This design comes from an exercise in tuning for small area on the open sky130 flow, not from production work. Function was checked by simulation only, so behaviour that the tests miss may differ from the original. No activity file was given, so power comes from the tool's default toggle rates.

Setup of run 1:
==> flow/design.v <==
module trace_frame_rx (
    input  logic         clk,
    input  logic         rst,
    input  logic         rx_dv,
    input  logic [7:0]   rx_byte,
    output logic [127:0] pt,
    output logic [127:0] key,
    output logic [127:0] ct,
    output logic         smp_we,
    output logic [9:0]   smp_addr,
    output logic [7:0]   smp_data,
    output logic         mark_found,
    output logic [9:0]   mark_idx,
    output logic         frame_valid,
    output logic         frame_err,
    output logic         busy,
    output logic [15:0]  frame_count
);
    localparam logic [10:0] POS_FIRST = 11'd976;    
    localparam logic [10:0] POS_LAST  = 11'd2046;   
    localparam logic [16:0] TMO_LAST  = 17'h0AA01;
    logic [10:0]  pos_q;
    logic         busy_q;
    logic [16:0]  tmo_q;          
    logic [383:0] stg_n_q;        
    logic [383:0] txt_n_q;        
    logic         found_q;
    logic [9:0]   idx_q;
    logic         mfound_n_q;
    logic [9:0]   midx_n_q;
    logic         pub_n_q;        
    logic         smp_we_q;
    logic [7:0]   smp_data_q;
    logic         frame_valid_q;
    logic         frame_err_q;
    logic [15:0]  frame_count_q;
    logic [10:0]  pos_inc;
    logic         in_smp, smp_take, hdr_take, last, tmo_hit, is_mark;
    logic         found_d;
    logic [9:0]   idx_d;
    always_comb begin
        pos_inc  = pos_q + 11'd1;
        in_smp   = pos_q[10] | (&pos_q[9:0]);
        smp_take = rx_dv & busy_q & in_smp;
        hdr_take = rx_dv & ~(busy_q & in_smp);
        last     = smp_take & (pos_q == POS_LAST);
        tmo_hit  = busy_q & ~rx_dv & (tmo_q == TMO_LAST);
        is_mark  = (rx_byte == 8'hFF);
        found_d  = in_smp & (found_q | (rx_dv & is_mark));
        idx_d    = found_q ? idx_q : pos_inc[9:0];
    end
    always_ff @(posedge clk or posedge rst) begin
        if (rst) begin
            busy_q        <= 1'b0;
            smp_we_q      <= 1'b0;
            frame_valid_q <= 1'b0;
            frame_err_q   <= 1'b0;
            frame_count_q <= '0;
            pub_n_q       <= 1'b1;
        end else begin
            busy_q        <= busy_q ? ~(last | tmo_hit) : rx_dv;
            smp_we_q      <= smp_take;
            frame_valid_q <= last;
            frame_err_q   <= tmo_hit;
            if (last) begin
                frame_count_q <= frame_count_q + 16'd1;
                pub_n_q       <= 1'b0;
            end
        end
    end
    always_ff @(posedge clk) begin
        pos_q      <= busy_q ? (rx_dv ? pos_inc : pos_q) : POS_FIRST;
        tmo_q      <= rx_dv ? 17'd0 : {~tmo_q[15:0], tmo_q[16] ^ tmo_q[13]};
        smp_data_q <= rx_byte;
        found_q    <= found_d;
        idx_q      <= idx_d;
        if (hdr_take) stg_n_q <= {stg_n_q[375:0], ~rx_byte};
        if (last) begin
            txt_n_q    <= stg_n_q;
            mfound_n_q <= ~found_d;
            midx_n_q   <= ~idx_d;
        end
    end
    assign pt          = ~(txt_n_q[383:256] | {128{pub_n_q}});
    assign key         = ~(txt_n_q[255:128] | {128{pub_n_q}});
    assign ct          = ~(txt_n_q[127:0]   | {128{pub_n_q}});
    assign mark_found  = ~(mfound_n_q | pub_n_q);
    assign mark_idx    = ~(midx_n_q | {10{mfound_n_q | pub_n_q}});
    assign smp_we      = smp_we_q;
    assign smp_addr    = pos_q[9:0];
    assign smp_data    = smp_data_q;
    assign frame_valid = frame_valid_q;
    assign frame_err   = frame_err_q;
    assign busy        = busy_q;
    assign frame_count = frame_count_q;
endmodule
Settings: LEC_CHECK=0, CAP_MARGIN=5, CORE_MARGIN=2, CORE_UTILIZATION=60, SLEW_MARGIN=5; clock period 5.0 ns.
standard.sh (not shown) runs the stock make flow with config.mk's settings and CLKGATE_MAP_FILE= SYNTH_SCRIPT=/design/flow/synth_recipe.tcl, a recipe that flattens the netlist after the stock synthesis.
==> flow/flow/run.sh <==
#!/bin/bash
# Standard ORFS layout (standard.sh), with the port buffers and the clock tree
# built from smaller cells. The make output goes to flow_make.log; each ORFS
# step writes its own log under orfs/logs/.
set -euo pipefail
export BUFFER_PORTS_ARGS="-buffer_cell sky130_fd_sc_hd__buf_1"
export CTS_ARGS="-sink_clustering_enable -repair_clock_nets -dont_use_dummy_load -sink_clustering_size 16 -sink_clustering_max_diameter 60 -buf_list sky130_fd_sc_hd__clkbuf_8"
bash standard.sh > flow_make.log 2>&1
Changes in run 2 relative to run 1:
Settings: changing CORE_UTILIZATION from 60 to 70; changing CAP_MARGIN from 5 to 20; changing SLEW_MARGIN from 5 to 20.
==> comparison <==
Routed wire length (higher): run 1. The final area of run 2 falls short of that of run 1 by 99 sq um. Re via count of the first global-routing pass: run 2 is 354 up on run 1. Run 2 vs run 1, part of the power in the clock network went down by 0.4 points.
Here is what was changed in the inputs of run 3 compared with run 2.
Settings: PLACE_DENSITY newly set to 0.8; CORE_UTILIZATION changed from 70 to 60.
Looking at register share of total power, run 3 sits below run 2.
Going from run 2 to run 3, routed length per placed instance decreased by 0.70% relative to the old numbers; non-clock buffer count decreased by 2 relative to the old numbers; fraction of standard cell area in multi-input logic closely matched the old numbers; standard cell core area increased by 17% relative to the old numbers; global-route usage decreased by 3.1 points relative to the old numbers.
Run 3 reports its capture point of the worst path as ct[17] while run 2 reports key[66].
[compare] base=run 2 new=run 3: number of vias in the routed layout up about 2.2%; register-to-register slack flat; die height up 7.9%; maximum clock frequency up 0.0025 GHz.
Input-level comparison between run 4 and run 3:
Settings: an added CTS_BUF_LIST of sky130_fd_sc_hd__clkbuf_8; a deleted PLACE_DENSITY that had been 0.8; an added CTS_CLUSTER_SIZE of 16; an added CTS_CLUSTER_DIAMETER of 60.
==> flow/run.sh (new file) <==
#!/bin/bash
# synth_recipe.tcl (not shown) runs the flow's synth.tcl, then flattens the netlist and writes it again
# the make line also repeats each setting of config.mk as NAME=value (left out here)
make -C /OpenROAD-flow-scripts/flow DESIGN_CONFIG=/design/flow/config.mk WORK_HOME=/design/flow/orfs CLKGATE_MAP_FILE= SYNTH_SCRIPT=/design/flow/synth_recipe.tcl finish
removed: flow/flow/run.sh
removed: flow/standard.sh
Findings:
- The headroom to the max-slew limit number comes out lower for run 3 vs run 4.
- The estimated power of run 4 ends up higher than the estimate for run 3.
- Time the worst path needs with I/O delays and setup was higher in run 4 than in run 3.

[what the ideal ports hide]
No port has a modelled driver above. Below, the same layouts with a new extraction and two added sets of constraints. Step 1 (the two cells are an assumption about what drives the block):
set clk [get_ports {clk}]
set_driving_cell -lib_cell sky130_fd_sc_hd__clkbuf_16 $clk
set_driving_cell -lib_cell sky130_fd_sc_hd__buf_2 [delete_from_list [all_inputs] $clk]
Step 2 also shifts input and output timing later by t, the mid clock arrival at the registers, as if the neighbouring blocks saw the same clock. Slacks: ideal ports / drivers / drivers and shift; pairs: ideal ports / drivers.
| run | t, ns | setup slack, ns | worst setup path at the end | latest minus earliest clock arrival (ns) | worst data-port slew with drivers (ns) |
|---|---|---|---|---|---|
| run 1 | 0.718 | 1.436 / 1.379 / 1.616 | input to register | 0.038 / 0.037 | 0.05 |
| run 2 | 0.704 | 1.324 / 1.268 / 1.780 | input to register | 0.020 / 0.020 | 0.05 |
| run 3 | 0.692 | 1.358 / 1.309 / 1.918 | input to register | 0.054 / 0.053 | 0.06 |
| run 4 | 0.720 | 1.045 / 0.991 / 1.456 | input to register | 0.031 / 0.031 | 0.03 |
After both steps setup and hold are still met in every run listed.
